Context: an optimization exercise on an open-source flow, tuned for small area, a short achievable clock period and few clock cycles. The choices shown serve that exercise and are no tape-out recipe.
No functional check of the RTL was part of any run shown here.
Power and IR drop assume default switching activity.

==> design.v <==
package app_pkg;
   localparam int CNT_W = 24;
   localparam logic [23:0] LFSR_POLY = 24'hE10000;
   localparam logic [31:0] CRC_POLY_REF = 32'hEDB88320;
   typedef enum logic [2:0] {
      P_LOOP,
      P_CODE,
      P_ARG0,
      P_ARG1,
      P_ARG2,
      P_ODATA,
      P_WAIT
   } pstate_e;
   typedef enum logic [2:0] {
      C_IN,
      C_OUT,
      C_ADDR,
      C_LFSRW,
      C_RREAD
   } pcmd_e;
   typedef enum logic [2:0] {
      J_IN,
      J_LOAD,
      J_RREAD,
      J_LREAD,
      J_WORD,
      J_ECHO
   } job_e;
   typedef enum logic [1:0] {
      G_IDLE,
      G_IN,
      G_WORD,
      G_RREAD
   } gstate_e;
endpackage
`timescale 1ns/1ps
module byte_pacer #(
   parameter int WAIT_W = 8
) (
   input  logic              clk_i,
   input  logic              rstn,
   input  logic              wait_set_i,
   input  logic [WAIT_W-1:0] wait_val_i,
   input  logic              paced_i,     
   output logic              wait_nz_o,
   output logic              free_o,      
   output logic              near_free_o  
);
   logic [WAIT_W-1:0] wait_q;
   logic [WAIT_W-1:0] gap_q;
   logic [WAIT_W-1:0] gap_d;
   logic              near_q;
   logic              wait_nz_q;
   assign wait_nz_o = wait_nz_q;
   always_comb begin
      if (paced_i)      gap_d = wait_q;
      else if (|gap_q)  gap_d = gap_q - 1'b1;
      else              gap_d = '0;
   end
   assign free_o      = ~|gap_d;
   assign near_free_o = near_q;
   always_ff @(posedge clk_i or negedge rstn) begin
      if (!rstn) begin
         wait_q    <= '0;
         wait_nz_q <= 1'b0;
         gap_q     <= '0;
         near_q    <= 1'b1;
      end else begin
         if (wait_set_i) begin
            wait_q    <= wait_val_i;
            wait_nz_q <= |wait_val_i;
         end
         gap_q  <= gap_d;
         near_q <= ~|gap_d[WAIT_W-1:1];
      end
   end
endmodule
`timescale 1ns/1ps
module crc32_engine (
   input  logic        clk_i,
   input  logic        rstn,
   input  logic        en_i,
   input  logic        init_i,    
   input  logic        upd_i,
   input  logic [7:0]  data_i,
   input  logic        load_i,
   input  logic [31:0] load_val_i,
   output logic [31:0] crc_o
);
   logic [31:0] crc_q;
   logic [31:0] base;
   function automatic logic [31:0] crc_byte(input logic [31:0] crc, input logic [7:0] data);
      logic [31:0] c;
      c = crc ^ {24'd0, data};
      for (int i = 0; i < 8; i++) begin
         if (c[0]) c = (c >> 1) ^ app_pkg::CRC_POLY_REF;
         else      c = c >> 1;
      end
      crc_byte = c;
   endfunction
   assign base  = init_i ? 32'hFFFF_FFFF : crc_q;
   assign crc_o = crc_q;
   always_ff @(posedge clk_i) begin
      if (en_i) begin
         if (load_i)     crc_q <= load_val_i;
         else if (upd_i) crc_q <= crc_byte(base, data_i);
         else            crc_q <= '1;
      end
   end
endmodule
`timescale 1ns/1ps
module lfsr24 (
   input  logic        clk_i,
   input  logic        rstn,
   input  logic        load_i,
   input  logic [23:0] load_val_i,
   input  logic        step_i,
   output logic [23:0] lfsr_o
);
   logic [23:0] lfsr_q;
   logic        fb;
   assign fb     = ~^(lfsr_q & app_pkg::LFSR_POLY);
   assign lfsr_o = lfsr_q;
   always_ff @(posedge clk_i or negedge rstn) begin
      if (!rstn) begin
         lfsr_q <= '0;
      end else if (load_i) begin
         lfsr_q <= load_val_i;
      end else if (step_i) begin
         lfsr_q <= {lfsr_q[22:0], fb};
      end
   end
endmodule
`timescale 1ns/1ps
module byte_ram #(
   parameter int TAP_P = 8
) (
   input  logic       clk_i,
   input  logic       rstn,
   input  logic       set_addr_i,
   input  logic [7:0] set_val_i,
   input  logic       zero_addr_i,
   input  logic       wr_en_i,
   input  logic [7:0] wr_data_i,
   input  logic       wr_cont_i,     
   output logic       wr_ok_o,       
   output logic       wr_idle_o,     
   input  logic       rd_start_i,
   input  logic       rd_take_i,     
   output logic       rd_ok_o,       
   output logic [7:0] rd_data_o
);
   localparam int NT = 256 / TAP_P;
   localparam int SW = $clog2(TAP_P);
   localparam int KW = 8 - SW;
   logic [2047:0]    ring;
   logic [7:0]       ph;
   logic [7:0]       apos;          
   logic             aset_q;        
   logic [7:0]       aval_q;
   logic [7:0]       dl_data [TAP_P];
   logic [TAP_P-1:0] dl_v;
   logic [SW-1:0]    w_s;
   logic [KW-1:0]    w_k;
   logic [7:0]       w_d;
   logic             w_en;
   logic [7:0]       wd;
   logic [7:0]       rd_off;        
   logic [7:0]       tap [NT];
   assign wr_idle_o = ~|dl_v;
   assign wr_ok_o   = wr_idle_o | wr_cont_i;
   assign wd   = apos - 8'd2;
   assign w_en = dl_v[w_s];
   assign w_d  = dl_data[w_s];
   always_ff @(posedge clk_i or negedge rstn) begin
      if (!rstn) begin
         ph     <= '0;
         apos   <= '0;
         aset_q <= 1'b0;
         dl_v   <= '0;
      end else begin
         ph     <= ph + 1'b1;
         aset_q <= set_addr_i;
         if (aset_q)           apos <= aval_q - ph - 8'd1;
         else if (wr_en_i)     apos <= apos;
         else if (zero_addr_i) apos <= ~ph;
         else                  apos <= apos - 8'd1;
         for (int j = TAP_P - 1; j > 0; j--) begin
            dl_v[j] <= dl_v[j-1] & (w_s != SW'(j - 1));
         end
         dl_v[0] <= wr_en_i;
      end
   end
   always_ff @(posedge clk_i) begin
      if (set_addr_i) aval_q <= set_val_i;
      if (wr_idle_o) begin
         w_s <= wd[SW-1:0];
         w_k <= wd[7:SW];
      end
      if (rd_start_i)      rd_off <= apos - 8'd1;
      else if (!rd_take_i) rd_off <= rd_off - 8'd1;
      dl_data[0] <= wr_data_i;
      for (int j = 1; j < TAP_P; j++) begin
         dl_data[j] <= dl_data[j-1];
      end
   end
   logic [2047:0] ring_d;
   always_comb begin
      ring_d = {ring[7:0], ring[2047:8]};
      for (int k = 0; k < NT; k++) begin
         if (w_en && w_k == KW'(k)) ring_d[k*TAP_P*8 +: 8] = w_d;
      end
   end
   always_ff @(posedge clk_i) begin
      ring <= ring_d;
   end
   always_comb begin
      for (int k = 0; k < NT; k++) begin
         tap[k] = ring[k*TAP_P*8 +: 8];
      end
   end
   assign rd_ok_o   = (rd_off[SW-1:0] == '0);
   assign rd_data_o = tap[rd_off[7:SW]];
endmodule
`timescale 1ns/1ps
module app_ctrl (
   input  logic        clk_i,
   input  logic        rstn,
   input  logic [7:0]  out_data_i,
   input  logic        out_valid_i,
   output logic        out_ready_o,
   output logic [7:0]  in_data_o,
   output logic        in_valid_o,
   input  logic        in_ready_i,
   output logic        wait_set_o,
   output logic [7:0]  wait_val_o,
   output logic        paced_o,
   input  logic        wait_nz_i,
   input  logic        pace_free_i,
   input  logic        pace_near_free_i,
   output logic        pcrc_en_o,
   output logic        pcrc_init_o,
   output logic        pcrc_upd_o,
   output logic [7:0]  pcrc_data_o,
   input  logic [31:0] pcrc_i,
   output logic        gcrc_en_o,
   output logic        gcrc_init_o,
   output logic        gcrc_upd_o,
   output logic [7:0]  gcrc_data_o,
   output logic        gcrc_load_o,
   output logic [31:0] gcrc_load_val_o,
   input  logic [31:0] gcrc_i,
   output logic        lfsr_load_o,
   output logic [23:0] lfsr_load_val_o,
   output logic        lfsr_step_o,
   input  logic [23:0] lfsr_i,
   output logic        set_addr_o,
   output logic [7:0]  set_val_o,
   output logic        zero_addr_o,
   output logic        wr_en_o,
   output logic [7:0]  wr_data_o,
   output logic        wr_cont_o,
   input  logic        wr_ok_i,
   input  logic        wr_idle_i,
   output logic        rd_start_o,
   output logic        rd_take_o,
   input  logic        rd_ok_i,
   input  logic [7:0]  rd_data_i
);
   logic        rdy_q;
   logic        sk_v_q;
   logic [7:0]  sk_d_q;
   logic        sk_six_q;
   logic        ov_q, tv_q;           
   logic        ovo_q, rdyo_q;        
   logic [7:0]  odo_q;                
   logic [7:0]  od_q, td_q;
   logic        op_q, tp_q;           
   logic        pL_q, pC_q, pA0_q, pA1_q, pA2_q, pD_q, pW_q;
   logic        cIN_q, cOUT_q, cADDR_q, cLW_q, cRR_q;
   logic [23:0] arg_q;
   logic        arg_last_q;           
   logic        lb_q;                 
   logic        sl_v_q;
   logic        sIN_q, sLD_q, sRR_q, sLR_q, sWD_q;
   logic        gI_q, gN_q, gW_q, gR_q;
   logic [23:0] gcnt_q;
   logic        glast_q;              
   logic        rv_q;                 
   logic [7:0]  rdat_q;
   logic        rdone_q;              
   logic [1:0]  gidx_q;
   logic        hs_out;
   logic        b_v;
   logic [7:0]  b;
   logic        b_zero;
   logic        b_six;
   logic [6:0]  sk_dec_q;
   logic [6:0]  in_dec;
   logic [6:0]  b_dec;
   function automatic logic [6:0] decode(input logic [7:0] x);
      decode = {x == 8'h08, x == 8'h05, x == 8'h04, x == 8'h03, x == 8'h02, x == 8'h01, x == 8'h00};
   endfunction
   assign hs_out = out_valid_i & rdy_q;
   assign b_v    = sk_v_q | hs_out;
   assign b      = sk_v_q ? sk_d_q : out_data_i;
   assign in_dec = decode(out_data_i);
   assign b_dec  = sk_v_q ? sk_dec_q : in_dec;
   assign b_zero = b_dec[0];
   assign b_six  = sk_v_q ? sk_six_q : (out_data_i == 8'h06);
   logic in_take;
   logic ofree;         
   logic g_ready;       
   logic byp_ok;        
   logic slot_busy;     
   logic rread_busy;
   logic echo_ok;
   logic gen_quiet;
   logic sl_arg;
   logic cjob;
   assign in_take    = ov_q & in_ready_i;
   assign ofree      = ~tv_q & ~(wait_nz_i & (ov_q | ~pace_near_free_i));
   assign g_ready    = gI_q & ofree;
   assign byp_ok     = g_ready & ~sl_v_q;
   assign slot_busy  = sl_v_q & ~g_ready;
   assign rread_busy = (sl_v_q & sRR_q) | gR_q;
   assign echo_ok    = byp_ok & ~rread_busy & wr_ok_i;
   assign gen_quiet  = gI_q & ~sl_v_q & ~ov_q & ~tv_q;
   assign sl_arg     = sl_v_q & (sIN_q | sLD_q | sRR_q);
   assign cjob       = cIN_q | cLW_q | cRR_q;
   logic tL, tC, tA0, tA1, tA2, tD, tW;
   logic take;
   logic sl_fill;
   logic c_in, c_out, c_addr, c_wait, c_lw, c_rr;    
   assign tL  = b_v & pL_q & (b_zero | echo_ok);
   assign tC  = b_v & pC_q & ~(b_six & slot_busy);
   assign tA0 = b_v & pA0_q & ~(sl_arg & ~g_ready);
   assign tA1 = b_v & pA1_q;
   assign tA2 = b_v & pA2_q & ~(cjob & slot_busy) & ~(cOUT_q & sl_v_q & sWD_q & ~g_ready);
   assign tD  = b_v & pD_q & ~(arg_last_q & slot_busy);
   assign tW  = b_v & pW_q & gen_quiet;
   assign take = tL | tC | tA0 | tA1 | tA2 | tD | tW;
   assign c_in   = b_dec[1];
   assign c_out  = b_dec[2];
   assign c_addr = b_dec[3];
   assign c_wait = b_dec[4];
   assign c_lw   = b_dec[5];
   assign c_rr   = b_dec[6];
   assign sl_fill = (tC & b_six & ~byp_ok) | (tA2 & cjob & ~byp_ok) | (tD & arg_last_q);
   logic        sl_take;
   logic        st_E, st_LR, st_WD, st_IN, st_LD, st_RR;    
   logic [23:0] gj_arg;
   assign sl_take = sl_v_q & g_ready;
   assign st_E    = b_v & pL_q & ~b_zero & echo_ok;
   assign st_LR   = (sl_take & sLR_q) | (b_v & pC_q & b_six & byp_ok);
   assign st_WD   = sl_take & sWD_q;
   assign st_IN   = (sl_take & sIN_q) | (b_v & pA2_q & cIN_q & byp_ok);
   assign st_LD   = (sl_take & sLD_q) | (b_v & pA2_q & cLW_q & byp_ok);
   assign st_RR   = (sl_take & sRR_q) | (b_v & pA2_q & cRR_q & byp_ok);
   assign gj_arg  = sl_v_q ? arg_q : {b, arg_q[15:0]};
   logic rd_go;
   logic rd_iss;
   logic run_in;
   logic run_wd;
   assign rd_iss = gR_q & ~rdone_q & rd_ok_i & wr_idle_i & (~rv_q | ofree);
   assign rd_go  = gR_q & rv_q & ofree;
   assign run_in = gN_q & ofree;
   assign run_wd = gW_q & ofree;
   logic        oload;
   logic [7:0]  onext;
   logic        opaced;
   assign oload  = st_E | st_LR | st_WD | st_IN | run_in | run_wd | rd_go;
   assign opaced = st_IN | run_in | rd_go;
   always_comb begin
      if (gN_q)                          onext = lfsr_i[7:0];
      else if (gW_q)                     onext = ~gcrc_i[gidx_q*8 +: 8];
      else if (gR_q)                     onext = rdat_q;
      else if (sl_v_q ? sWD_q : 1'b0)    onext = ~pcrc_i[7:0];
      else if (sl_v_q ? 1'b1 : ~pL_q)    onext = lfsr_i[7:0];
      else                               onext = b;
   end
   assign lfsr_step_o     = st_IN | run_in;
   assign lfsr_load_o     = st_LD;
   assign lfsr_load_val_o = gj_arg;
   logic g_ld_sel;
   assign g_ld_sel        = gI_q & (sl_v_q ? (sLR_q | sWD_q) : pC_q);
   assign gcrc_en_o       = gI_q | run_in;
   assign gcrc_init_o     = gI_q;
   assign gcrc_upd_o      = ~g_ld_sel;
   assign gcrc_data_o     = lfsr_i[7:0];
   assign gcrc_load_o     = g_ld_sel;
   assign gcrc_load_val_o = gI_q & ~(sl_v_q & sWD_q) ? ~{8'h00, lfsr_i} : pcrc_i;
   assign rd_start_o = st_RR;
   assign rd_take_o  = rd_iss;
   assign wr_en_o     = st_E;
   assign wr_data_o   = b;
   assign wr_cont_o   = lb_q;
   assign set_addr_o  = tA0 & cADDR_q;
   assign set_val_o   = b;
   assign zero_addr_o = st_RR;
   assign paced_o    = (in_take & op_q) | (hs_out & pD_q & ~sk_v_q);
   assign wait_set_o = tW;
   assign wait_val_o = b;
   logic p_init;
   assign p_init      = pA2_q & cOUT_q & ~(sl_v_q & sWD_q & ~g_ready);
   assign pcrc_en_o   = p_init | tD;
   assign pcrc_init_o = p_init;
   assign pcrc_upd_o  = pD_q;
   assign pcrc_data_o = b;
   assign out_ready_o = rdyo_q;
   assign in_valid_o  = ovo_q;
   assign in_data_o   = odo_q;
   logic sk_v_d;
   logic omove;
   assign sk_v_d = b_v & ~take;
   assign omove  = ~ov_q | in_take;
   always_ff @(posedge clk_i or negedge rstn) begin
      if (!rstn) begin
         rdy_q  <= 1'b0;
         sk_v_q <= 1'b0;
         ov_q   <= 1'b0;
         tv_q   <= 1'b0;
      end else begin
         sk_v_q <= sk_v_d;
         rdy_q  <= ~sk_v_d & pace_free_i;
         if (omove)     ov_q <= tv_q | oload;
         if (tv_q)      tv_q <= ~omove;
         else           tv_q <= oload & ~omove;
      end
   end
   always_ff @(posedge clk_i) begin
      if (!rstn) begin
         ovo_q  <= 1'b0;
         rdyo_q <= 1'b0;
         odo_q  <= '0;
      end else begin
         odo_q  <= omove ? (tv_q ? td_q : onext) : od_q;
         rdyo_q <= ~sk_v_d & pace_free_i;
         ovo_q  <= (ov_q & ~in_ready_i) | tv_q | oload;
      end
   end
   always_ff @(posedge clk_i) begin
      if (!sk_v_q) begin
         sk_d_q   <= out_data_i;
         sk_dec_q <= in_dec;
         sk_six_q <= (out_data_i == 8'h06);
      end
      if (omove) begin
         od_q <= tv_q ? td_q : onext;
         op_q <= tv_q ? tp_q : opaced;
      end
      if (!tv_q || omove) begin
         td_q <= onext;
         tp_q <= opaced;
      end
   end
   always_ff @(posedge clk_i or negedge rstn) begin
      if (!rstn) begin
         pL_q <= 1'b1; pC_q <= 1'b0; pA0_q <= 1'b0; pA1_q <= 1'b0;
         pA2_q <= 1'b0; pD_q <= 1'b0; pW_q <= 1'b0;
         lb_q <= 1'b0;
      end else begin
         lb_q  <= st_E;
         pL_q  <= (pL_q & ~(tL & b_zero)) | tW | (tA2 & ~cOUT_q) | (tD & arg_last_q) |
                  (tC & ~(c_in | c_out | c_addr | c_wait | c_lw | c_rr));
         pC_q  <= (pC_q & ~tC) | (tL & b_zero);
         pA0_q <= (pA0_q & ~tA0) | (tC & (c_in | c_out | c_addr | c_lw | c_rr));
         pA1_q <= (pA1_q & ~tA1) | tA0;
         pA2_q <= (pA2_q & ~tA2) | tA1;
         pD_q  <= (pD_q & ~(tD & arg_last_q)) | (tA2 & cOUT_q);
         pW_q  <= (pW_q & ~tW) | (tC & c_wait);
      end
   end
   always_ff @(posedge clk_i) begin
      if (tC) begin
         cIN_q   <= c_in;
         cOUT_q  <= c_out;
         cADDR_q <= c_addr;
         cLW_q   <= c_lw;
         cRR_q   <= c_rr;
      end
      if (tA0) arg_q[7:0]  <= b;
      if (tA1) arg_q[15:8] <= b;
      if (tA2) begin
         arg_q[23:16] <= b;
         arg_last_q   <= ({b, arg_q[15:0]} == 24'd0);
      end
      if (tD) begin
         arg_q      <= arg_q - 1'b1;
         arg_last_q <= (arg_q == 24'd1);
      end
   end
   always_ff @(posedge clk_i or negedge rstn) begin
      if (!rstn) begin
         sl_v_q <= 1'b0;
         gI_q <= 1'b1; gN_q <= 1'b0; gW_q <= 1'b0; gR_q <= 1'b0;
         rv_q <= 1'b0;
      end else begin
         if (sl_fill)      sl_v_q <= 1'b1;
         else if (sl_take) sl_v_q <= 1'b0;
         gI_q <= (gI_q & ~(st_LR | st_WD | st_IN | st_RR)) |
                 (run_wd & (gidx_q == 2'd3)) | (rd_go & rdone_q);
         gN_q <= (gN_q & ~(run_in & glast_q)) | (st_IN & (gj_arg != 24'd0));
         gW_q <= (gW_q & ~(run_wd & (gidx_q == 2'd3))) | st_LR | st_WD |
                 (st_IN & (gj_arg == 24'd0)) | (run_in & glast_q);
         gR_q <= (gR_q & ~(rd_go & rdone_q)) | st_RR;
         rv_q <= rd_iss | (rv_q & ~rd_go);
      end
   end
   always_ff @(posedge clk_i) begin
      if (sl_fill) begin
         sIN_q <= pA2_q & cIN_q;
         sLD_q <= pA2_q & cLW_q;
         sRR_q <= pA2_q & cRR_q;
         sLR_q <= pC_q;
         sWD_q <= pD_q;
      end
      if (st_LR || st_WD) gidx_q <= 2'd1;
      if (st_IN)          gidx_q <= 2'd0;
      if (run_wd)         gidx_q <= gidx_q + 1'b1;
      if (st_IN || st_RR) begin
         gcnt_q  <= gj_arg;
         glast_q <= st_IN ? (gj_arg == 24'd1) : (gj_arg == 24'd0);
      end
      if (run_in || rd_iss) begin
         gcnt_q  <= gcnt_q - 1'b1;
         glast_q <= run_in ? (gcnt_q == 24'd2) : (gcnt_q == 24'd1);
      end
      if (st_RR)       rdone_q <= 1'b0;
      else if (rd_iss) rdone_q <= glast_q;
      if (rd_iss)      rdat_q  <= rd_data_i;
   end
endmodule
`timescale 1ns/1ps
module usb_app #(
   parameter int RAM_DEPTH = 256,
   parameter int WAIT_W    = 8
) (
   input  logic       clk_i,
   input  logic       rstn_i,
   input  logic [7:0] out_data_i,
   input  logic       out_valid_i,
   output logic       out_ready_o,
   output logic [7:0] in_data_o,
   output logic       in_valid_o,
   input  logic       in_ready_i
);
   logic        rst_meta;
   logic        rstn;
   logic        wait_set;
   logic [7:0]  wait_val;
   logic        paced;
   logic        wait_nz;
   logic        pace_free;
   logic        pace_near_free;
   logic        pcrc_en, pcrc_init, pcrc_upd, pcrc_load;
   logic [7:0]  pcrc_data;
   logic [31:0] pcrc;
   logic        gcrc_en, gcrc_init, gcrc_upd, gcrc_load;
   logic [7:0]  gcrc_data;
   logic [31:0] gcrc_load_val;
   logic [31:0] gcrc;
   logic        lfsr_load, lfsr_step;
   logic [23:0] lfsr_load_val;
   logic [23:0] lfsr;
   logic        set_addr, zero_addr;
   logic [7:0]  set_val;
   logic        wr_en, wr_cont, wr_ok, wr_idle;
   logic [7:0]  wr_data;
   logic        rd_start, rd_take, rd_ok;
   logic [7:0]  rd_data;
   always_ff @(posedge clk_i or negedge rstn_i) begin
      if (!rstn_i) begin
         rst_meta <= 1'b0;
         rstn     <= 1'b0;
      end else begin
         rst_meta <= 1'b1;
         rstn     <= rst_meta;
      end
   end
   app_ctrl u_ctrl (
      .clk_i, .rstn,
      .out_data_i, .out_valid_i, .out_ready_o,
      .in_data_o, .in_valid_o, .in_ready_i,
      .wait_set_o(wait_set), .wait_val_o(wait_val), .paced_o(paced),
      .wait_nz_i(wait_nz), .pace_free_i(pace_free), .pace_near_free_i(pace_near_free),
      .pcrc_en_o(pcrc_en), .pcrc_init_o(pcrc_init), .pcrc_upd_o(pcrc_upd), .pcrc_data_o(pcrc_data), .pcrc_i(pcrc),
      .gcrc_en_o(gcrc_en), .gcrc_init_o(gcrc_init), .gcrc_upd_o(gcrc_upd), .gcrc_data_o(gcrc_data),
      .gcrc_load_o(gcrc_load), .gcrc_load_val_o(gcrc_load_val), .gcrc_i(gcrc),
      .lfsr_load_o(lfsr_load), .lfsr_load_val_o(lfsr_load_val), .lfsr_step_o(lfsr_step), .lfsr_i(lfsr),
      .set_addr_o(set_addr), .set_val_o(set_val), .zero_addr_o(zero_addr),
      .wr_en_o(wr_en), .wr_data_o(wr_data), .wr_cont_o(wr_cont),
      .wr_ok_i(wr_ok), .wr_idle_i(wr_idle),
      .rd_start_o(rd_start), .rd_take_o(rd_take),
      .rd_ok_i(rd_ok), .rd_data_i(rd_data)
   );
   byte_pacer #(.WAIT_W(WAIT_W)) u_pacer (
      .clk_i, .rstn,
      .wait_set_i(wait_set), .wait_val_i(WAIT_W'(wait_val)), .paced_i(paced),
      .wait_nz_o(wait_nz), .free_o(pace_free), .near_free_o(pace_near_free)
   );
   crc32_engine u_pcrc (
      .clk_i, .rstn,
      .en_i(pcrc_en), .init_i(pcrc_init), .upd_i(pcrc_upd), .data_i(pcrc_data),
      .load_i(1'b0), .load_val_i(32'd0), .crc_o(pcrc)
   );
   crc32_engine u_gcrc (
      .clk_i, .rstn,
      .en_i(gcrc_en), .init_i(gcrc_init), .upd_i(gcrc_upd), .data_i(gcrc_data),
      .load_i(gcrc_load), .load_val_i(gcrc_load_val), .crc_o(gcrc)
   );
   lfsr24 u_lfsr (
      .clk_i, .rstn,
      .load_i(lfsr_load), .load_val_i(lfsr_load_val),
      .step_i(lfsr_step), .lfsr_o(lfsr)
   );
   byte_ram u_ram (
      .clk_i, .rstn,
      .set_addr_i(set_addr), .set_val_i(set_val), .zero_addr_i(zero_addr),
      .wr_en_i(wr_en), .wr_data_i(wr_data), .wr_cont_i(wr_cont),
      .wr_ok_o(wr_ok), .wr_idle_o(wr_idle),
      .rd_start_i(rd_start), .rd_take_i(rd_take),
      .rd_ok_o(rd_ok), .rd_data_o(rd_data)
   );
endmodule
==> run.sh <==
#!/bin/bash
# synth_recipe.tcl (not shown) runs the flow's synth.tcl, then flattens the netlist and writes it again
# the make line also repeats each setting of config.mk as NAME=value (left out here)
make -C /OpenROAD-flow-scripts/flow DESIGN_CONFIG=/design/flow/config.mk WORK_HOME=/design/flow/orfs CLKGATE_MAP_FILE= SYNTH_SCRIPT=/design/flow/synth_recipe.tcl finish
==> config.mk <==
export PLATFORM = sky130hd
export DESIGN_NAME = usb_app
export DESIGN_NICKNAME = usb_app
export VERILOG_FILES = /design/flow/design.v
export SDC_FILE = /design/flow/constraint.sdc
export NUM_CORES = 4
export LEC_CHECK = 0
export ABC_CLOCK_PERIOD_IN_PS = 2400
export CAP_MARGIN = 20
export CORE_MARGIN = 2
export CORE_UTILIZATION = 50
export CTS_CLUSTER_DIAMETER = 60
export CTS_CLUSTER_SIZE = 25
export SETUP_SLACK_MARGIN = 2.6
export SLEW_MARGIN = 20
==> constraint.sdc <==
create_clock -name core_clock -period 5.0 [get_ports {clk_i}]
set_input_delay 1.0000 -clock core_clock [delete_from_list [all_inputs] [get_ports {clk_i}]]
set_output_delay 1.0000 -clock core_clock [all_outputs]
set_load 0.01 [all_outputs]
==> impl_metrics.csv, run 1 <==
group,metric,value,unit
run_status,outcome,"timing/DRC/antenna clean",
power_and_ir_drop,power_leakage,29.52,nW
run,cap_violations,0,
cts,h-tree-depth,4,
global_routing,gr-max-usage-layer,"met2",
final_layout,mostFrequentLayoutCells,"2130 x dfxtp_1, 281 x nand2_1, 204 x nor2_1",
global_routing,grt_usage,23.48,%
cts,path_clk_slew,0.10,ns
timing,min_period,2.546,ns
yosys,netlist_area,64230,µm²
cts,cts_sinks,2393,
power_and_ir_drop,pwr-share-seq,49.8,%
drt,wl_per_cell,24.02,µm
final_layout,drive_gt1_share,20.56,%
power_and_ir_drop,total_power,42.25,mW
floorplanning,rows,131,
yosys,netlist_instances,4555,
final_layout,layout-area-overhead-vs-synth,17.50,%
drt,viasPerCell,5.185,
drt,final_antenna_net_count,0,
timing,finalHoldViolCount,0,
final_layout,post-route-util,59.18,%
final_layout,fillCellCount,9988,
power_and_ir_drop,clockPowerShare,28.4,%
final_layout,seq_area,50070,µm²
power_and_ir_drop,combinationalPowerShare,21.9,%
yosys,async_flop_share,3.594,%
floorplanning,die_y,362.4,µm
global_routing,grt_pass1_vias,31950,
power_and_ir_drop,p_switching,11.93,mW
yosys,ys_types,96,
critical_path,critPathArrivalTime,3.17,ns
cts,cts_tree,"done",
yosys,ys_seq_elements,2393,
drt,drtPass1Iterations,6,
global_routing,grt_pass1_wl,222400,µm
drt,drc,0,
yosys,avgSynthCellArea,14.10,µm²
power_and_ir_drop,p_per_area,559.9,nW/µm²
floorplanning,ioPinCount,22,
drt,routed_wl,157700,µm
yosys,ys.flop_type,"dfxtp_1",
yosys,synth.top_cell.area_share,66.67,%
global_routing,gr-usage-met1,33.28,%
cts,worstSkewPairLatency,0.79,ns
cts,clockBufferDepth,3,
placement,hpwl,103500,µm
critical_path,crit_type,"flop to flop",
floorplanning,die_area,131300,µm²
global_routing,antenna_found_initial,19,
power_and_ir_drop,ir_drop,0.4069,mV
yosys,synth_area_leaders,"dfxtp_1 67%, edfxtp_1 7.9%, dfrtp_1 3.2%",
placement,post-place-ws,1.322,ns
timing,fmax,392.7,MHz
yosys,synth_fp_nets,4588,
floorplanning,start_util,50.37,%
critical_path,worstPathMaxFanout,7,
final_layout,final_nets,4867,
global_routing,grt_overflow,0,
timing,slew_violations,0,
yosys,yosysTopAreaCell,"dfxtp_1",
final_layout,multi_input_area,15630,µm²
timing,fin_crit_sh,50.92,%
min_path,hold_path.class,"flop to flop",
yosys,yosysWarnings,8,
timing,finalSetupTns,0,ns
floorplanning,core,127500,µm²
timing,relSlewSlack,40.32,%
critical_path,end_kind,"flop",
floorplanning,die_w,362.4,µm
cts,cts_buffers,138,
timing,rsz0062_at_grt,"true",
timing,worstMarginPinSlew,0.8950,ns
timing,fin_worst_skew,0.03759,ns
cts,postCtsHoldBufs,0,
drt,vias,34040,
global_routing,grtUsageMet2,36.01,%
placement,gp_congestion,0.9748,
drt,drtIter0Drc,3038,
power_and_ir_drop,p_int,30.33,mW
global_routing,grt_start_max_net_pins,50,
timing,hold_ws,0.2965,ns
cts,cts_root_buf,"clkbuf_16",
yosys,synth-edff-count,168,
timing,fin_ws,2.454,ns
final_layout,layout_commonest_cell,"dfxtp_1",
placement,io_buffers,21,
timing,setup_viol,0,
yosys,seq_area_frac_synth,77.88,%
power_and_ir_drop,p_sw_share,28.23,%
global_routing,gr-usage-met3,4.380,%
critical_path,critPathLaunchType,"flop",
critical_path,required,5.62,ns
-- flip-flops by register name, indices dropped and copies added, names as in the netlist, 2 cells and up --
signal,cells
u_ctrl.arg_q,24
u_ctrl.gcnt_q,24
u_ctrl.gidx_q,2
u_ctrl.od_q,8
u_ctrl.odo_q,8
u_ctrl.rdat_q,8
u_ctrl.sk_dec_q,7
u_ctrl.td_q,8
u_gcrc.crc_q,32
u_lfsr.lfsr_q,24
u_pacer.gap_q,8
u_pacer.wait_q,8
u_pcrc.crc_q,32
u_ram.apos,8
u_ram.aval_q,8
u_ram.dl_data,64
u_ram.dl_v,8
u_ram.ph,8
u_ram.rd_off,8
u_ram.ring,2048
u_ram.w_k,5
u_ram.w_s,3
-- worst max-delay path, cell delays in order, from the launching register on --
cell,delay (ns)
edfxtp_1,0.38
buf_12,0.15
clkinvlp_4,0.09
buf_6,0.14
buf_4,0.13
buf_4,0.13
nor2_2,0.37
a22oi_1,0.23
nor2_1,0.29
a21oi_1,0.07
o2111ai_1,0.15
o22a_1,0.23
-- per-stage QoR --
step	area, µm²	cells
after floorplan	64510	4555
after global placement	66480	6110
after detailed placement	66510	6111
after CTS	73660	6465
after global routing	75460	6562
final	75470	6565
-- power by group through the flow --
stage / Clock [mW] / Combinational [mW] / Sequential (mW)
after CTS: 12.2 / 8.26 / 21.0
final: 12.0 / 9.25 / 21.0
after floorplan: 0 / 4.82 / 21.0
after global placement: 0 / 6.55 / 21.5
after global routing: 13.0 / 9.74 / 21.1
after detailed placement: 0 / 6.59 / 21.5
-- cell usage after synthesis, types with 27 or more instances --
library cell and instances:
a21oi_1 151, mux2_2 178, inv_1 43, xor2_1 54, mux2i_1 66, a22oi_1 32
nand2_1 313, nand3_1 43, nor2_1 239, nand4_1 27, dfxtp_1 2139, xnor2_1 149
nor3_1 48, clkbuf_1 129, a211oi_1 36, edfxtp_1 168, o21ai_0 184, dfrtp_1 83
-- cell type report --
type	count	share of cell area, %
tap	1662	2.755
antenna	4	0.01326
clock inverter	52	0.8720
timing repair buffer	293	4.160
multi-input combinational	1962	20.71
sequential	2393	66.35
inverter	46	0.2503
clock buffer	153	4.887
-- kinds of logic after synthesis --
| logic type | share of synthesized area, % |
|---|---|
| DFF | 77.88 |
| buffers and inverters | 1.383 |
| muxes | 4.741 |
| and+or+nand+nor | 6.129 |
| xor gates and xnor gates | 3.760 |
| other | 0.005838 |
| AOI/OAI and AO/OA | 5.680 |
| adders and majority gates | 0.4208 |
-- routing by layer --
layer,part of all wire (%),wire length (µm),vias up
met5,0,0,-
met4,3.8,5952,0
met3,6.0,9443,304
met2,45,70300,1066
met1,46,71990,16720
li1,-,-,15950
-- timing repair --
item,4_1_cts,5_1_grt
cloned,14,13
pin swaps,81,85
endpoints found under the setup margin,629,343
setup buffers,135,83
gates resized for setup,348,172
-- path summary, 6_finish.rpt --
path / from / slack, ns / cells after the start / to
max: u_ram.rd_off[4]$_DFFE_PP_ / 2.45 / 11 / u_ctrl.rdat_q[3]$_DFFE_PP_
min in group asynchronous: rstn$_DFF_PN0_ / 0.35 / 0 / u_pacer.wait_q[5]$_DFFE_PN0P_
max in group asynchronous: rstn$_DFF_PN0_ / 3.48 / 1 / u_lfsr.lfsr_q[4]$_DFFE_PN0P_
min reg2reg: u_ram.ring[1976]$_DFF_P_ / 0.30 / 0 / u_ram.ring[1968]$_DFF_P_
max reg2reg: u_ram.rd_off[4]$_DFFE_PP_ / 2.45 / 11 / u_ctrl.rdat_q[3]$_DFFE_PP_
min: u_ram.ring[1976]$_DFF_P_ / 0.30 / 0 / u_ram.ring[1968]$_DFF_P_
==> run 2, diff against run 1 <==
--- a/config.mk
+++ b/config.mk
@@ -12,4 +12,4 @@
 export CTS_CLUSTER_DIAMETER = 60
 export CTS_CLUSTER_SIZE = 25
-export SETUP_SLACK_MARGIN = 2.6
+export SETUP_SLACK_MARGIN = 2.85
 export SLEW_MARGIN = 20
==> impl_metrics.csv, run 2 <==
group,metric,value,unit
min_path,worstHoldStart,"u_ram.ring[1363]$_DFF_P_",
critical_path,worstReg2RegStart,"u_ram.rd_off[6]$_DFFE_PP_",
placement,dpl_cell_area,66780,µm²
cts,path_clk_slew,0.09,ns
yosys,yosysTopAreaCell,"dfxtp_1",
floorplanning,die_area,131300,µm²
global_routing,grt_pass1_wl,238500,µm
run,cap_violations,0,
power_and_ir_drop,power_leakage,31.95,nW
yosys,netlist_area,64230,µm²
timing,relSlewSlack,28.61,%
final_layout,layout-area-overhead-vs-synth,26.11,%
critical_path,crit_type,"flop to flop",
critical_path,worstPathMaxFanout,4,
final_layout,largest-register,"u_ram.ring",
power_and_ir_drop,ir_drop,0.6898,mV
global_routing,grt_pass1_vias,33960,
timing,rsz0062_at_grt,"true",
yosys,synth.top_cell.area_share,66.67,%
floorplanning,ioPinCount,22,
final_layout,fillCellCount,9311,
yosys,ys_seq_elements,2393,
placement,gp_congestion,1.001,
drt,drtIter0Drc,3050,
yosys,ys_types,96,
final_layout,mostFrequentLayoutCells,"2130 x dfxtp_1, 284 x buf_4, 236 x nand2_1",
timing,min_period,2.586,ns
yosys,ys.flop_type,"dfxtp_1",
run_status,outcome,"timing/DRC/antenna clean",
min_path,hold_path.class,"flop to flop",
floorplanning,die_w,362.4,µm
final_layout,post-route-util,63.52,%
final_layout,drive_gt1_share,30.83,%
yosys,seq_area_frac_synth,77.88,%
placement,hpwl,106900,µm
yosys,avgSynthCellArea,14.10,µm²
cts,worstSkewPairLatency,0.80,ns
drt,final_antenna_net_count,0,
floorplanning,die_y,362.4,µm
yosys,netlist_instances,4555,
yosys,async_flop_share,3.594,%
cts,clockBufferDepth,3,
final_layout,multi_input_area,17720,µm²
drt,viasPerCell,5.238,
yosys,synth_area_leaders,"dfxtp_1 67%, edfxtp_1 7.9%, dfrtp_1 3.2%",
timing,fin_worst_skew,0.04416,ns
cts,h-tree-depth,4,
cts,cts_root_buf,"clkbuf_16",
drt,routed_wl,172500,µm
timing,setup_viol,0,
timing,fin_crit_sh,51.71,%
final_layout,final_nets,5143,
power_and_ir_drop,p_per_area,561.6,nW/µm²
placement,post-place-ws,1.439,ns
final_layout,layout_commonest_cell,"dfxtp_1",
yosys,synthTopCellsByCount,"2139 x dfxtp_1, 313 x nand2_1, 239 x nor2_1",
yosys,synth-edff-count,168,
critical_path,required,5.54,ns
timing,finalSetupTns,0,ns
global_routing,grt_start_max_net_pins,51,
timing,worstMarginPinSlew,1.071,ns
final_layout,largest_reg_flops,2048,
drt,vias,35890,
critical_path,critPathArrivalTime,3.12,ns
global_routing,antenna_found_initial,20,
final_layout,reg_top3,"u_ram.ring x2048, u_ram.dl_data x64",
drt,wl_per_cell,25.18,µm
yosys,synth_fp_nets,4588,
critical_path,cp-startpoint,"u_ram.rd_off[6]$_DFFE_PP_",
timing,finalHoldViolCount,0,
critical_path,end_kind,"flop",
timing,fmax,386.8,MHz
final_layout,seq_area,50080,µm²
floorplanning,rows,131,
timing,slew_violations,0,
yosys,yosysWarnings,8,
final_layout,design_area,81000,µm²
global_routing,grt_overflow,0,
timing,fin_ws,2.414,ns
cts,cts_sinks,2393,
cts,cts_tree,"done",
yosys,yosysMostFrequentCell,"dfxtp_1",
critical_path,critPathLaunchType,"flop",
drt,drc,0,
cts,cts_buffers,141,
placement,io_buffers,21,
global_routing,grt_usage,25.34,%
drt,drtPass1Iterations,5,
floorplanning,core,127500,µm²
floorplanning,start_util,50.37,%
cts,postCtsHoldBufs,0,
-- run 2: cell counts after synthesis --
No cell type changed its count.
-- run 2: metal layers --
layer	wire length (µm)	part of all wire (%)	GRT usage, %	vias to the layer above
met5	0	0	0	-
met4	8878	5.1	10.54	0
met3	10150	5.9	4.227	380
met2	78750	46	40.42	1217
met1	74750	43	34.39	17770
li1	-	-	-	16520
-- run 2: what timing repair did --
action / in CTS / in global routing
gates resized for setup: 684 / 526
cloned: 35 / 11
endpoints found under the setup margin: 625 / 555
pin swaps: 182 / 214
setup buffers: 315 / 150
-- run 2: cell families (layout without fill, tap and decap cells) --
| family | after synthesis | after routing | synth area share, % |
|---|---|---|---|
| other cells | 1 | 7 | 0.005838 |
| buf+inv | 219 | 824 | 1.383 |
| flops | 2393 | 2393 | 77.88 |
| compound gates | 584 | 587 | 5.680 |
| fa+ha+maj | 21 | 21 | 0.4208 |
| simple gates | 841 | 862 | 6.129 |
| mux | 263 | 263 | 4.741 |
| xor+xnor | 233 | 233 | 3.760 |
-- run 2: worst max-delay path, cell delays in order, from the launching register on --
cell      delay, ns
edfxtp_1       0.41
buf_6          0.12
buf_12         0.12
buf_4          0.21
mux2i_1        0.58
nor3_1         0.14
nor3_2         0.15
o311ai_2       0.18
o32a_1         0.41
-- run 2: area by class of cell --
class	instances	area share (%)
Sequential cell	2393	61.82
Clock inverter	53	0.8295
Inverter	46	0.2626
Timing Repair Buffer	561	7.801
Tap cell	1662	2.567
Clock buffer	164	4.826
Multi-Input combinational cell	1967	21.87
Antenna cell	6	0.01854
-- run 2: worst paths after layout --
path                                                  to  slack, ns  cells after the start
min reg2reg                     u_ram.ring[1355]$_DFF_P_       0.29                      0
max                           u_ctrl.rdat_q[1]$_DFFE_PP_       2.41                      8
min                             u_ram.ring[1355]$_DFF_P_       0.29                      0
max in group asynchronous         u_ctrl.pA2_q$_DFF_PN0_       3.48                      1
max reg2reg                   u_ctrl.rdat_q[1]$_DFFE_PP_       2.41                      8
min in group asynchronous  u_lfsr.lfsr_q[12]$_DFFE_PN0P_       0.35                      0
-- run 2: metrics by stage --
step	instances	hold WS, ns	total power [mW]
after global routing	6848	0.3086	47.02
after global placement	6118	0.3095	28.23
after floorplan	4555	0.3096	25.93
after CTS	6685	0.2970	43.96
after detailed placement	6118	0.3121	28.26
final	6852	0.2880	45.49
-- run 2: power breakdown --
part	switching, mW	internal (mW)	total (mW)	leakage [nW]
clock network	6.44	5.94	12.4	2.23
registers	0.743	20.3	21.0	20.0
logic	6.00	6.06	12.1	9.69
total	13.2	32.3	45.5	32.0
==> run 3, diff against run 2 <==
--- a/config.mk
+++ b/config.mk
@@ -6,5 +6,5 @@
 export NUM_CORES = 4
 export LEC_CHECK = 0
-export ABC_CLOCK_PERIOD_IN_PS = 2400
+export ABC_CLOCK_PERIOD_IN_PS = 3200
 export CAP_MARGIN = 20
 export CORE_MARGIN = 2
@@ -12,4 +12,4 @@
 export CTS_CLUSTER_DIAMETER = 60
 export CTS_CLUSTER_SIZE = 25
-export SETUP_SLACK_MARGIN = 2.85
+export SETUP_SLACK_MARGIN = 2.6
 export SLEW_MARGIN = 20
==> impl_metrics.csv, run 3 <==
group,metric,value,unit
cts,cts_tree,"done",
power_and_ir_drop,power_leakage,29.52,nW
timing,hold_ws,0.2965,ns
cts,h-tree-depth,4,
yosys,ys_types,96,
drt,wl_per_cell,24.02,µm
power_and_ir_drop,combinationalPowerShare,21.9,%
global_routing,grt_pass1_vias,31950,
placement,gp_congestion,0.9748,
final_layout,multi_input_area,15630,µm²
min_path,worstHoldStart,"u_ram.ring[1976]$_DFF_P_",
yosys,yosysMostFrequentCell,"dfxtp_1",
placement,io_buffers,21,
power_and_ir_drop,ir_drop,0.4069,mV
floorplanning,die_w,362.4,µm
final_layout,reg_top3,"u_ram.ring x2048, u_ram.dl_data x64",
yosys,netlist_area,64230,µm²
power_and_ir_drop,clockPowerShare,28.4,%
final_layout,final_nets,4867,
critical_path,worstReg2RegStart,"u_ram.rd_off[4]$_DFFE_PP_",
run,cap_violations,0,
yosys,synth_compound_area_share,5.680,%
yosys,synth-simple-area-share,6.128,%
yosys,yosysTopAreaCell,"dfxtp_1",
cts,cts_sinks,2393,
yosys,netlist_instances,4555,
global_routing,grt_usage,23.48,%
cts,cts_buffers,138,
run_status,outcome,"timing/DRC/antenna clean",
floorplanning,die_y,362.4,µm
yosys,ys.flop_type,"dfxtp_1",
critical_path,worstPathMaxFanout,7,
final_layout,mostFrequentLayoutCells,"2130 x dfxtp_1, 281 x nand2_1, 204 x nor2_1",
power_and_ir_drop,p_int,30.33,mW
global_routing,grt_overflow,0,
floorplanning,start_util,50.37,%
final_layout,drive_gt1_share,20.56,%
timing,relSlewSlack,40.32,%
final_layout,layout_commonest_cell,"dfxtp_1",
cts,path_clk_slew,0.10,ns
floorplanning,die_area,131300,µm²
yosys,synth.top_cell.area_share,66.67,%
floorplanning,rows,131,
yosys,seq_area_frac_synth,77.88,%
global_routing,antenna_found_initial,19,
yosys,ys_seq_elements,2393,
critical_path,reg2regPathDepth,11,
yosys,synthMuxAreaShare,4.741,%
global_routing,grt_start_max_net_pins,50,
power_and_ir_drop,p_per_area,559.9,nW/µm²
drt,viasPerCell,5.185,
yosys,synth_top_family_by_area,"simple AND/OR/NAND/NOR gates",
power_and_ir_drop,p_sw_share,28.23,%
power_and_ir_drop,p_switching,11.93,mW
final_layout,layout-area-overhead-vs-synth,17.50,%
timing,fin_crit_sh,50.92,%
min_path,holdPathEnd,"u_ram.ring[1968]$_DFF_P_",
critical_path,critPathArrivalTime,3.17,ns
timing,fmax,392.7,MHz
yosys,synth_fa_ha_area_share,0.4208,%
placement,dpl_cell_area,66510,µm²
cts,clockBufferDepth,3,
yosys,synth_fp_nets,4588,
global_routing,grt_pass1_wl,222400,µm
critical_path,end_kind,"flop",
drt,drtIter0Drc,3038,
min_path,hold_path.class,"flop to flop",
cts,cts_root_buf,"clkbuf_16",
final_layout,seq_area,50070,µm²
drt,drc,0,
timing,rsz0062_at_grt,"true",
final_layout,fillCellCount,9988,
critical_path,regToRegSetupSlack,2.45,ns
timing,min_period,2.546,ns
final_layout,design_area,75470,µm²
drt,vias,34040,
drt,routed_wl,157700,µm
yosys,async_flop_share,3.594,%
timing,finalSetupTns,0,ns
drt,drtPass1Iterations,6,
yosys,avgSynthCellArea,14.10,µm²
floorplanning,ioPinCount,22,
critical_path,timing.rr.end,"u_ctrl.rdat_q[3]$_DFFE_PP_",
drt,final_antenna_net_count,0,
yosys,synth_area_leaders,"dfxtp_1 67%, edfxtp_1 7.9%, dfrtp_1 3.2%",
final_layout,largest-register,"u_ram.ring",
placement,hpwl,103500,µm
critical_path,required,5.62,ns
timing,slew_violations,0,
cts,postCtsHoldBufs,0,
critical_path,critPathLaunchType,"flop",
yosys,synthTopCellsByCount,"2139 x dfxtp_1, 313 x nand2_1, 239 x nor2_1",
critical_path,crit_type,"flop to flop",
timing,fin_worst_skew,0.03759,ns
yosys,yosysWarnings,8,
power_and_ir_drop,pwr-share-seq,49.8,%
floorplanning,core,127500,µm²
final_layout,largest_reg_flops,2048,
yosys,synth-edff-count,168,
timing,finalHoldViolCount,0,
yosys,synthXorXnorAreaFrac,3.760,%
min_path,min_path_cells,0,
timing,setup_viol,0,
cts,worstSkewPairLatency,0.79,ns
timing,worstMarginPinSlew,0.8950,ns
==> run 3: cell counts after synthesis <==
Identical to the previous run, type by type.
==> run 3: power groups by stage <==
stage	sequential, mW	combinational, mW	clock (mW)
CTS	21.0	8.26	12.2
finish	21.0	9.25	12.0
floorplan	21.0	4.82	0
global placement	21.5	6.55	0
global route	21.1	9.74	13.0
detailed placement	21.5	6.59	0
==> run 3: stage by stage <==
step | std cells | power (mW) | setup slack (ns) | utilization, %
after CTS | 6465 | 41.52 | 2.516 | 57.77
after detailed placement | 6111 | 28.13 | 1.322 | 52.16
final | 6565 | 42.25 | 2.454 | 59.18
after global placement | 6110 | 28.07 | 1.306 | 52.14
after global routing | 6562 | 43.80 | 2.439 | 59.18
after floorplan | 4555 | 25.85 | 2.448 | -
==> run 3: layout make-up <==
class                           count  share of cell area, %
Clock buffer                      153                  4.887
Tap cell                         1662                  2.755
Multi-Input combinational cell   1962                  20.71
Antenna cell                        4                0.01326
Sequential cell                  2393                  66.35
Clock inverter                     52                 0.8720
Timing Repair Buffer              293                  4.160
Inverter                           46                 0.2503
==> run 3: cell families after synthesis <==
logic type / after synthesis
xor gates and xnor gates: 233
adders and majority gates: 21
and+or+nand+nor: 841
other: 1
DFF: 2393
AOI/OAI and AO/OA: 584
muxes: 263
buffers and inverters: 219
==> run 3: metal layers <==
metal	GRT usage, %	vias up	part of all wire (%)
met3	4.380	304	6.0
li1	-	15950	-
met2	36.01	1066	45
met4	8.559	0	3.8
met5	0	-	0
met1	33.28	16720	46
==> run 3: worst max-delay path by stage <==
stage,from,end,slack (ns),depth (start not counted)
after floorplan,out_data_i[2],u_pcrc.crc_q[21]$_SDFFCE_PN1P_,2.45,5
after global placement,out_valid_i,u_ram.apos[3]$_DFFE_PN0P_,1.31,8
after detailed placement,out_valid_i,u_ram.apos[4]$_DFFE_PN0P_,1.32,8
after CTS,u_ctrl.gI_q$_DFF_PN1_,u_pcrc.crc_q[18]$_SDFFCE_PN1P_,2.52,8
after global routing,u_ram.w_s[0]$_DFFE_PN_,u_ram.ring[903]$_DFF_P_,2.44,7
final,u_ram.rd_off[4]$_DFFE_PP_,u_ctrl.rdat_q[3]$_DFFE_PP_,2.45,11
==> run 3: critical path: stages, from the launching register on <==
cell,delay [ns]
edfxtp_1,0.38
buf_12,0.15
clkinvlp_4,0.09
buf_6,0.14
buf_4,0.13
buf_4,0.13
nor2_2,0.37
a22oi_1,0.23
nor2_1,0.29
a21oi_1,0.07
o2111ai_1,0.15
o22a_1,0.23
==> run 3: timing repair <==
| item | 4_1_cts | 5_1_grt |
|---|---|---|
| endpoints found under the setup margin | 629 | 343 |
| buffers inserted | 135 | 83 |
| pin swaps | 81 | 85 |
| cloned | 14 | 13 |
| resized for setup | 348 | 172 |
==> run 4, diff against run 3 <==
--- a/design.v
+++ b/design.v
@@ -171,6 +171,11 @@
    assign wr_ok_o   = wr_idle_o | wr_cont_i;
    assign wd   = apos - 8'd2;
-   assign w_en = dl_v[w_s];
-   assign w_d  = dl_data[w_s];
+   logic [SW-1:0] s_n;
+   logic          we_q;
+   logic [7:0]    wdat_q;
+   logic [KW-1:0] wk_q;
+   assign s_n  = wr_idle_o ? wd[SW-1:0] : w_s;
+   assign w_en = we_q;
+   assign w_d  = wdat_q;
    always_ff @(posedge clk_i or negedge rstn) begin
       if (!rstn) begin
@@ -179,4 +184,5 @@
          aset_q <= 1'b0;
          dl_v   <= '0;
+         we_q   <= 1'b0;
       end else begin
          ph     <= ph + 1'b1;
@@ -190,8 +196,11 @@
          end
          dl_v[0] <= wr_en_i;
+         we_q    <= (s_n == '0) ? wr_en_i : dl_v[s_n - 1'b1];
       end
    end
    always_ff @(posedge clk_i) begin
       if (set_addr_i) aval_q <= set_val_i;
+      wdat_q <= (s_n == '0) ? wr_data_i : dl_data[s_n - 1'b1];
+      wk_q   <= wr_idle_o ? wd[7:SW] : w_k;
       if (wr_idle_o) begin
          w_s <= wd[SW-1:0];
@@ -209,5 +218,5 @@
       ring_d = {ring[7:0], ring[2047:8]};
       for (int k = 0; k < NT; k++) begin
-         if (w_en && w_k == KW'(k)) ring_d[k*TAP_P*8 +: 8] = w_d;
+         if (w_en && wk_q == KW'(k)) ring_d[k*TAP_P*8 +: 8] = w_d;
       end
    end
@@ -272,4 +281,5 @@
    logic [7:0]  sk_d_q;
    logic        sk_six_q;
+   logic        sk_vb_q;              
    logic        ov_q, tv_q;           
    logic        ovo_q, rdyo_q;        
@@ -304,9 +314,9 @@
    assign hs_out = out_valid_i & rdy_q;
    assign b_v    = sk_v_q | hs_out;
-   assign b      = sk_v_q ? sk_d_q : out_data_i;
+   assign b      = sk_vb_q ? sk_d_q : out_data_i;
    assign in_dec = decode(out_data_i);
-   assign b_dec  = sk_v_q ? sk_dec_q : in_dec;
+   assign b_dec  = sk_vb_q ? sk_dec_q : in_dec;
    assign b_zero = b_dec[0];
-   assign b_six  = sk_v_q ? sk_six_q : (out_data_i == 8'h06);
+   assign b_six  = sk_vb_q ? sk_six_q : (out_data_i == 8'h06);
    logic in_take;
    logic ofree;         
@@ -434,5 +444,7 @@
          rdyo_q <= 1'b0;
          odo_q  <= '0;
+         sk_vb_q <= 1'b0;
       end else begin
+         sk_vb_q <= sk_v_d;
          odo_q  <= omove ? (tv_q ? td_q : onext) : od_q;
          rdyo_q <= ~sk_v_d & pace_free_i;
--- a/config.mk
+++ b/config.mk
@@ -6,5 +6,5 @@
 export NUM_CORES = 4
 export LEC_CHECK = 0
-export ABC_CLOCK_PERIOD_IN_PS = 3200
+export ABC_CLOCK_PERIOD_IN_PS = 2400
 export CAP_MARGIN = 20
 export CORE_MARGIN = 2
==> impl_metrics.csv, run 4 <==
group,metric,value,unit
final_layout,mostFrequentLayoutCells,"2130 x dfxtp_1, 241 x mux2_2, 238 x buf_4",
critical_path,max_stage_delay,0.41,ns
floorplanning,die_area,132700,µm²
drt,final_antenna_net_count,0,
cts,path_clk_slew,0.09,ns
yosys,synth.top_cell.area_share,66.09,%
timing,finalHoldViolCount,0,
drt,wl_per_cell,24.11,µm
drt,vias,34360,
critical_path,cpMostUsedCell,"buf_6",
drt,drc,0,
floorplanning,die_y,364.3,µm
timing,relSlewSlack,31.56,%
global_routing,grt_usage,23.82,%
power_and_ir_drop,ir_drop,0.6463,mV
cts,cts_tree,"done",
critical_path,end_kind,"flop",
yosys,ys.flop_type,"dfxtp_1",
critical_path,critPathArrivalTime,3.46,ns
timing,worstMarginPinSlew,1.027,ns
drt,drtIter0Drc,3001,
timing,rsz0062_at_grt,"true",
timing,slew_violations,0,
yosys,synth-edff-count,181,
final_layout,post-route-util,59.11,%
floorplanning,die_w,364.3,µm
final_layout,largest-register,"u_ram.ring",
floorplanning,ioPinCount,22,
timing,min_period,2.753,ns
global_routing,grt_pass1_vias,33060,
power_and_ir_drop,p_per_area,662.7,nW/µm²
yosys,yosysTopAreaCell,"dfxtp_1",
global_routing,grt_pass1_wl,226800,µm
yosys,yosysWarnings,8,
cts,cts_buffers,138,
yosys,synthTopCellsByCount,"2143 x dfxtp_1, 250 x nor2_1, 242 x mux2_2",
yosys,async_flop_share,3.608,%
run,cap_violations,0,
final_layout,drive_gt1_share,23.39,%
placement,io_buffers,21,
power_and_ir_drop,total_power,50.59,mW
final_layout,final_nets,4878,
floorplanning,start_util,50.26,%
placement,gp_congestion,0.9315,
final_layout,reg_top3,"u_ram.ring x2048, u_ram.dl_data x64",
cts,cts_sinks,2411,
floorplanning,rows,132,
yosys,netlist_area,64920,µm²
yosys,ys_types,85,
critical_path,crit_type,"flop to flop",
power_and_ir_drop,power_leakage,29.99,nW
drt,routed_wl,160500,µm
global_routing,grt_overflow,0,
critical_path,cp_slowest_cell,"dfrtp_1",
placement,dpl_cell_area,67500,µm²
cts,postCtsHoldBufs,0,
critical_path,path_buf_inv,4,
placement,hpwl,105600,µm
yosys,synth_fp_nets,4544,
final_layout,layout-area-overhead-vs-synth,17.60,%
cts,cts_root_buf,"clkbuf_16",
yosys,avgSynthCellArea,14.41,µm²
critical_path,required,5.71,ns
yosys,ys_seq_elements,2411,
yosys,netlist_instances,4506,
timing,finalSetupTns,0,ns
timing,fmax,363.3,MHz
critical_path,crit_chain,"nor4_4, nand2_2, buf_6, nor2_2, a21o_1, inv_2, buf_6, ha_4, nor3_4, buf_6, nor2_4, o21a_1, mux2i_1, a311oi_2, o22ai_1",
final_layout,layout_commonest_cell,"dfxtp_1",
final_layout,design_area,76340,µm²
final_layout,largest_reg_flops,2048,
critical_path,critPathLaunchType,"flop",
floorplanning,core,129200,µm²
timing,hold_ws,0.2996,ns
global_routing,antenna_found_initial,14,
timing,setup_viol,0,
drt,viasPerCell,5.162,
yosys,synth_area_leaders,"dfxtp_1 66%, edfxtp_1 8.4%, mux2_2 4.2%",
critical_path,worstPathMaxFanout,4,
yosys,yosysMostFrequentCell,"dfxtp_1",
cts,clockBufferDepth,3,
cts,h-tree-depth,4,
timing,fin_worst_skew,0.04434,ns
timing,fin_crit_sh,55.06,%
drt,drtPass1Iterations,7,
run_status,outcome,"timing/DRC/antenna clean",
min_path,hold_path.class,"flop to flop",
yosys,seq_area_frac_synth,77.82,%
critical_path,critical_path.top_delay_family,"simple AND/OR/NAND/NOR gates",
global_routing,grt_start_max_net_pins,57,
cts,worstSkewPairLatency,0.80,ns
## run 4: path summary, 6_finish.rpt
check / from / end / cells after the start / slack [ns]
max in group asynchronous: rstn$_DFF_PN0_ / u_ctrl.tv_q$_DFF_PN0_ / 1 / 3.49
min in group asynchronous: rstn_i / rstn$_DFF_PN0_ / 1 / 0.36
hold reg to reg: u_ram.ring[1968]$_DFF_P_ / u_ram.ring[1960]$_DFF_P_ / 0 / 0.30
setup / recovery: u_ram.dl_v[4]$_DFF_PN0_ / u_ram.wdat_q[6]$_DFF_P_ / 15 / 2.25
setup reg to reg: u_ram.dl_v[4]$_DFF_PN0_ / u_ram.wdat_q[6]$_DFF_P_ / 15 / 2.25
hold / removal: u_ram.ring[1968]$_DFF_P_ / u_ram.ring[1960]$_DFF_P_ / 0 / 0.30
## run 4: layout make-up
class,instances,area (µm²)
diodes,3,7.507
clock buffers,156,3561
clock inverters,56,683.2
fillers,10190,52810
inverters,55,222.7
multi-input cells,1885,15700
flip-flops and latches,2411,50570
well taps,1742,2180
repair buffers,349,3411
## run 4: cell families (layout without fill, tap and decap cells)
| group | Yosys count | after routing | share of synthesized area, % |
|---|---|---|---|
| mux | 349 | 349 | 6.172 |
| other cells | 1 | 4 | 0.005777 |
| fa+ha+maj | 26 | 26 | 0.5127 |
| simple gates | 753 | 759 | 5.470 |
| flops | 2411 | 2411 | 77.82 |
| xor+xnor | 253 | 254 | 3.745 |
| buf+inv | 220 | 616 | 1.295 |
| compound gates | 493 | 496 | 4.980 |
## run 4: repair_timing
item,in CTS,in global routing
pin swaps,85,113
gates resized for setup,346,163
endpoints found under the setup margin,430,223
gates cloned,10,11
buffers inserted,166,94
## run 4: routing by layer
metal  global-route usage, %  vias up  wire [µm]
met5                       0        -          0
met2                   38.41     1160      73890
met1                   31.65    16920      69250
li1                        -    15910          -
met4                   10.47        0       7944
met3                   4.088      375       9399
## run 4: through the flow
stage,setup slack (ns),cells
after CTS,2.256,6549
after global routing,2.084,6655
final,2.247,6657
after global placement,1.238,6159
after detailed placement,1.250,6161
after floorplan,2.192,4506
## run 4: report_power, final
part | switching, mW | internal, mW | leakage [nW] | total (mW)
logic | 8.13 | 7.06 | 7.80 | 15.2
registers | 1.54 | 22.1 | 20.1 | 23.6
clock network | 6.42 | 5.38 | 2.06 | 11.8
total | 16.1 | 34.5 | 30.0 | 50.6
==> run 5, diff against run 4 <==
--- a/design.v
+++ b/design.v
@@ -167,4 +167,8 @@
    logic [7:0]       wd;
    logic [7:0]       rd_off;        
+   logic [7:0]       rd_off_d;
+   logic [7:0]       rsel_lo;       
+   logic [3:0]       rsel_hi;       
+   logic [7:0]       rgrp [4];
    logic [7:0]       tap [NT];
    assign wr_idle_o = ~|dl_v;
@@ -199,4 +203,9 @@
       end
    end
+   always_comb begin
+      if (rd_start_i)      rd_off_d = apos - 8'd1;
+      else if (!rd_take_i) rd_off_d = rd_off - 8'd1;
+      else                 rd_off_d = rd_off;
+   end
    always_ff @(posedge clk_i) begin
       if (set_addr_i) aval_q <= set_val_i;
@@ -207,6 +216,7 @@
          w_k <= wd[7:SW];
       end
-      if (rd_start_i)      rd_off <= apos - 8'd1;
-      else if (!rd_take_i) rd_off <= rd_off - 8'd1;
+      rd_off <= rd_off_d;
+      rsel_lo <= 8'd1 << rd_off_d[5:3];
+      rsel_hi <= 4'd1 << rd_off_d[7:6];
       dl_data[0] <= wr_data_i;
       for (int j = 1; j < TAP_P; j++) begin
@@ -230,5 +240,16 @@
    end
    assign rd_ok_o   = (rd_off[SW-1:0] == '0);
-   assign rd_data_o = tap[rd_off[7:SW]];
+   always_comb begin
+      for (int h = 0; h < 4; h++) begin
+         rgrp[h] = '0;
+         for (int l = 0; l < 8; l++) begin
+            rgrp[h] = rgrp[h] | (tap[h*8 + l] & {8{rsel_lo[l]}});
+         end
+      end
+      rd_data_o = '0;
+      for (int h = 0; h < 4; h++) begin
+         rd_data_o = rd_data_o | (rgrp[h] & {8{rsel_hi[h]}});
+      end
+   end
 endmodule
 `timescale 1ns/1ps
==> impl_metrics.csv, run 5 <==
group,metric,value,unit
yosys,synth_top_family_by_area,"multiplexers",
yosys,synth-simple-area-share,5.140,%
yosys,netlist_instances,4452,
yosys,ys.flop_type,"dfxtp_1",
drt,wl_per_cell,21.00,µm
global_routing,grt_pass1_wl,201600,µm
cts,postCtsHoldBufs,0,
yosys,synth-edff-count,176,
yosys,synthMuxAreaShare,5.976,%
critical_path,critPathLaunchType,"flop",
global_routing,grt_start_max_net_pins,65,
placement,gp_congestion,0.8528,
cts,cts_sinks,2423,
timing,setup_viol,0,
cts,worstSkewPairLatency,0.78,ns
placement,io_buffers,21,
final_layout,largest_reg_flops,2048,
global_routing,grt_overflow,0,
yosys,yosysTopAreaCell,"dfxtp_1",
critical_path,timing.rr.end,"u_ram.wdat_q[3]$_DFF_P_",
global_routing,antenna_found_initial,1,
critical_path,required,5.64,ns
cts,cts_tree,"done",
floorplanning,die_w,364.3,µm
final_layout,reg_top3,"u_ram.ring x2048, u_ram.dl_data x64",
timing,fmax,353.7,MHz
final_layout,final_nets,4720,
yosys,synthXorXnorAreaFrac,3.551,%
drt,routed_wl,136600,µm
placement,place_inst,6089,
critical_path,critPathArrivalTime,3.46,ns
final_layout,fillCellCount,10260,
min_path,min_path_cells,0,
yosys,synth.top_cell.area_share,66.63,%
final_layout,layout_commonest_cell,"dfxtp_1",
final_layout,layout-area-overhead-vs-synth,15.52,%
final_layout,mostFrequentLayoutCells,"2144 x dfxtp_1, 269 x mux2_2, 220 x nor2_1",
drt,vias,32550,
yosys,synthTopCellsByCount,"2160 x dfxtp_1, 274 x mux2_2, 232 x nor2_1",
critical_path,crit_type,"flop to flop",
floorplanning,start_util,50.25,%
critical_path,worstPathMaxFanout,7,
cts,cts_buffers,144,
critical_path,reg2regPathDepth,13,
min_path,holdPathEnd,"u_ram.ring[101]$_DFF_P_",
cts,path_clk_slew,0.09,ns
power_and_ir_drop,power_leakage,29.36,nW
yosys,netlist_area,64900,µm²
power_and_ir_drop,p_per_area,539.9,nW/µm²
drt,final_antenna_net_count,0,
final_layout,post-route-util,58.05,%
placement,hpwl,82820,µm
timing,fin_crit_sh,56.55,%
drt,drtPass1Iterations,5,
floorplanning,die_y,364.3,µm
final_layout,stdcell_count,6506,
drt,drtIter0Drc,2160,
cts,h-tree-depth,4,
yosys,synth_area_leaders,"dfxtp_1 67%, edfxtp_1 8.1%, mux2_2 4.8%",
critical_path,end_kind,"flop",
timing,finalHoldViolCount,0,
cts,clockBufferDepth,3,
critical_path,worstReg2RegStart,"u_ram.dl_v[1]$_DFF_PN0_",
yosys,synth_compound_area_share,5.271,%
floorplanning,ioPinCount,22,
run_status,outcome,"timing/DRC/antenna clean",
final_layout,drive_gt1_share,21.51,%
timing,finalSetupTns,0,ns
timing,slew_violations,0,
yosys,async_flop_share,3.591,%
timing,fin_worst_skew,0.03466,ns
timing,rsz0062_at_grt,"true",
yosys,ys_types,95,
cts,cts_root_buf,"clkbuf_16",
run,cap_violations,0,
floorplanning,core,129200,µm²
floorplanning,rows,132,
yosys,synth_fp_nets,4490,
timing,relSlewSlack,33.77,%
global_routing,grt_pass1_vias,32100,
yosys,synth_fa_ha_area_share,0.5128,%
final_layout,largest-register,"u_ram.ring",
min_path,worstHoldStart,"u_ram.ring[109]$_DFF_P_",
drt,drc,0,
timing,min_period,2.827,ns
yosys,ys_seq_elements,2423,
floorplanning,die_area,132700,µm²
yosys,yosysMostFrequentCell,"dfxtp_1",
min_path,hold_path.class,"flop to flop",
power_and_ir_drop,ir_drop,0.8678,mV
global_routing,grt_usage,20.42,%
yosys,yosysWarnings,9,
yosys,seq_area_frac_synth,78.13,%
yosys,avgSynthCellArea,14.58,µm²
critical_path,regToRegSetupSlack,2.17,ns
drt,viasPerCell,5.002,
timing,worstMarginPinSlew,0.9921,ns
-- run 5: per-layer routing --
metal / share of wire, % / vias up / track usage [%] / routed length (µm)
met5: 0 / - / 0 / 0
met4: 3.7 / 0 / 8.078 / 5013
met3: 4.1 / 265 / 3.329 / 5534
met2: 47 / 764 / 33.28 / 64310
met1: 45 / 15970 / 27.29 / 61740
li1: - / 15540 / - / -
-- run 5: power breakdown --
part,total (mW),internal (mW),switching [mW]
sequential,21.5,20.5,0.952
combinational,6.69,3.26,3.43
clock,12.3,5.84,6.46
total,40.5,29.6,10.8
-- run 5: cell families (layout without fill, tap and decap cells) --
logic type	after synthesis	count (layout)
adders and majority gates	26	26
buffers and inverters	227	529
AOI/OAI and AO/OA	513	513
other	1	4
muxes	335	335
xor gates and xnor gates	238	238
DFF	2423	2423
and+or+nand+nor	689	696
-- run 5: worst max-delay path by stage --
| stage | start | to | slack (ns) | cells past startpoint |
|---|---|---|---|---|
| after floorplan | out_data_i[7] | u_ctrl.gidx_q[0]$_DFFE_PP_ | 2.19 | 6 |
| after global routing | u_ram.dl_v[5]$_DFF_PN0_ | u_ram.wdat_q[5]$_DFF_P_ | 2.07 | 14 |
| after CTS | u_ram.dl_v[1]$_DFF_PN0_ | u_ram.wdat_q[2]$_DFF_P_ | 2.20 | 10 |
| after global placement | out_data_i[2] | u_ram.apos[3]$_DFFE_PN0P_ | 1.17 | 8 |
| final | u_ram.dl_v[1]$_DFF_PN0_ | u_ram.wdat_q[3]$_DFF_P_ | 2.17 | 13 |
| after detailed placement | out_valid_i | u_ram.apos[0]$_DFFE_PN0P_ | 1.18 | 8 |
-- run 5: critical path, stage by stage, from the launching register on --
cell and delay, ns:
dfrtp_1 0.43, nor4_4 0.36, nand2_4 0.17, nand2_2 0.10, a21boi_4 0.21, ha_4 0.17, nor2_1 0.04, o211ai_1 0.18
buf_4 0.16, nand2b_4 0.09, buf_12 0.16, and3_4 0.16, a311oi_2 0.28, a41oi_1 0.17
-- run 5: final cells by class --
type	instances	area, µm²	area share (%)
Timing Repair Buffer	260	2444	3.259
Sequential cell	2423	50770	67.72
Multi-Input combinational cell	1809	14820	19.77
Tap cell	1742	2180	2.907
Inverter	44	185.2	0.2470
Antenna cell	3	7.507	0.01001
Clock buffer	165	3890	5.188
Clock inverter	60	675.6	0.9012
-- run 5: metrics by stage --
stage	hold slack (ns)	instance area, µm²	power, mW	setup slack (ns)
after CTS	0.3103	73470	39.84	2.201
after detailed placement	0.3121	67330	26.95	1.179
after floorplan	0.3096	65290	25.23	2.194
final	0.3143	74970	40.48	2.173
after global routing	0.3128	74970	42.06	2.067
after global placement	0.3096	67330	26.90	1.173
-- run 5: timing repair --
action	4_1_cts	5_1_grt
setup buffers	82	93
setup endpoints to repair	387	192
cloned	8	6
gates resized for setup	208	129
pin swaps	46	69
endpoints found under the hold margin	0	0

==> port drivers added, routing unchanged <==
In the flow no input, the clock included, has a driving cell. The finished layouts below were timed again as built, in two steps.
Step 1 (the two cells are an assumption about what drives the block):
set clk [get_ports {clk_i}]
set_driving_cell -lib_cell sky130_fd_sc_hd__clkbuf_16 $clk
set_driving_cell -lib_cell sky130_fd_sc_hd__buf_2 [delete_from_list [all_inputs] $clk]
Step 2, shift: input delay + t, output delay - t, t = (earliest + latest rising clock arrival at the registers) / 2. This alone moves slack from input paths to output paths.
Slacks: ideal / step 1 / step 2; pairs: ideal / step 1.
| run | shift t [ns] | setup WS [ns] | hold slack, ns | clock arrival spread, ns | pins driven straight from the clock port |
|---|---|---|---|---|---|
| run 1 | 0.847 | 2.454 / 2.454 / 1.823 | 0.297 / 0.297 / 0.297 | 0.047 / 0.046 | 1 |
| run 2 | 0.859 | 2.414 / 2.414 / 1.918 | 0.288 / 0.288 / 0.288 | 0.045 / 0.044 | 1 |
| run 3 | 0.847 | 2.454 / 2.454 / 1.823 | 0.297 / 0.297 / 0.297 | 0.047 / 0.046 | 1 |
| run 4 | 0.859 | 2.247 / 2.247 / 1.814 | 0.300 / 0.300 / 0.300 | 0.047 / 0.047 | 1 |
| run 5 | 0.843 | 2.173 / 2.173 / 1.809 | 0.314 / 0.314 / 0.314 | 0.041 / 0.041 | 1 |
After both steps setup and hold are still met in every run listed.
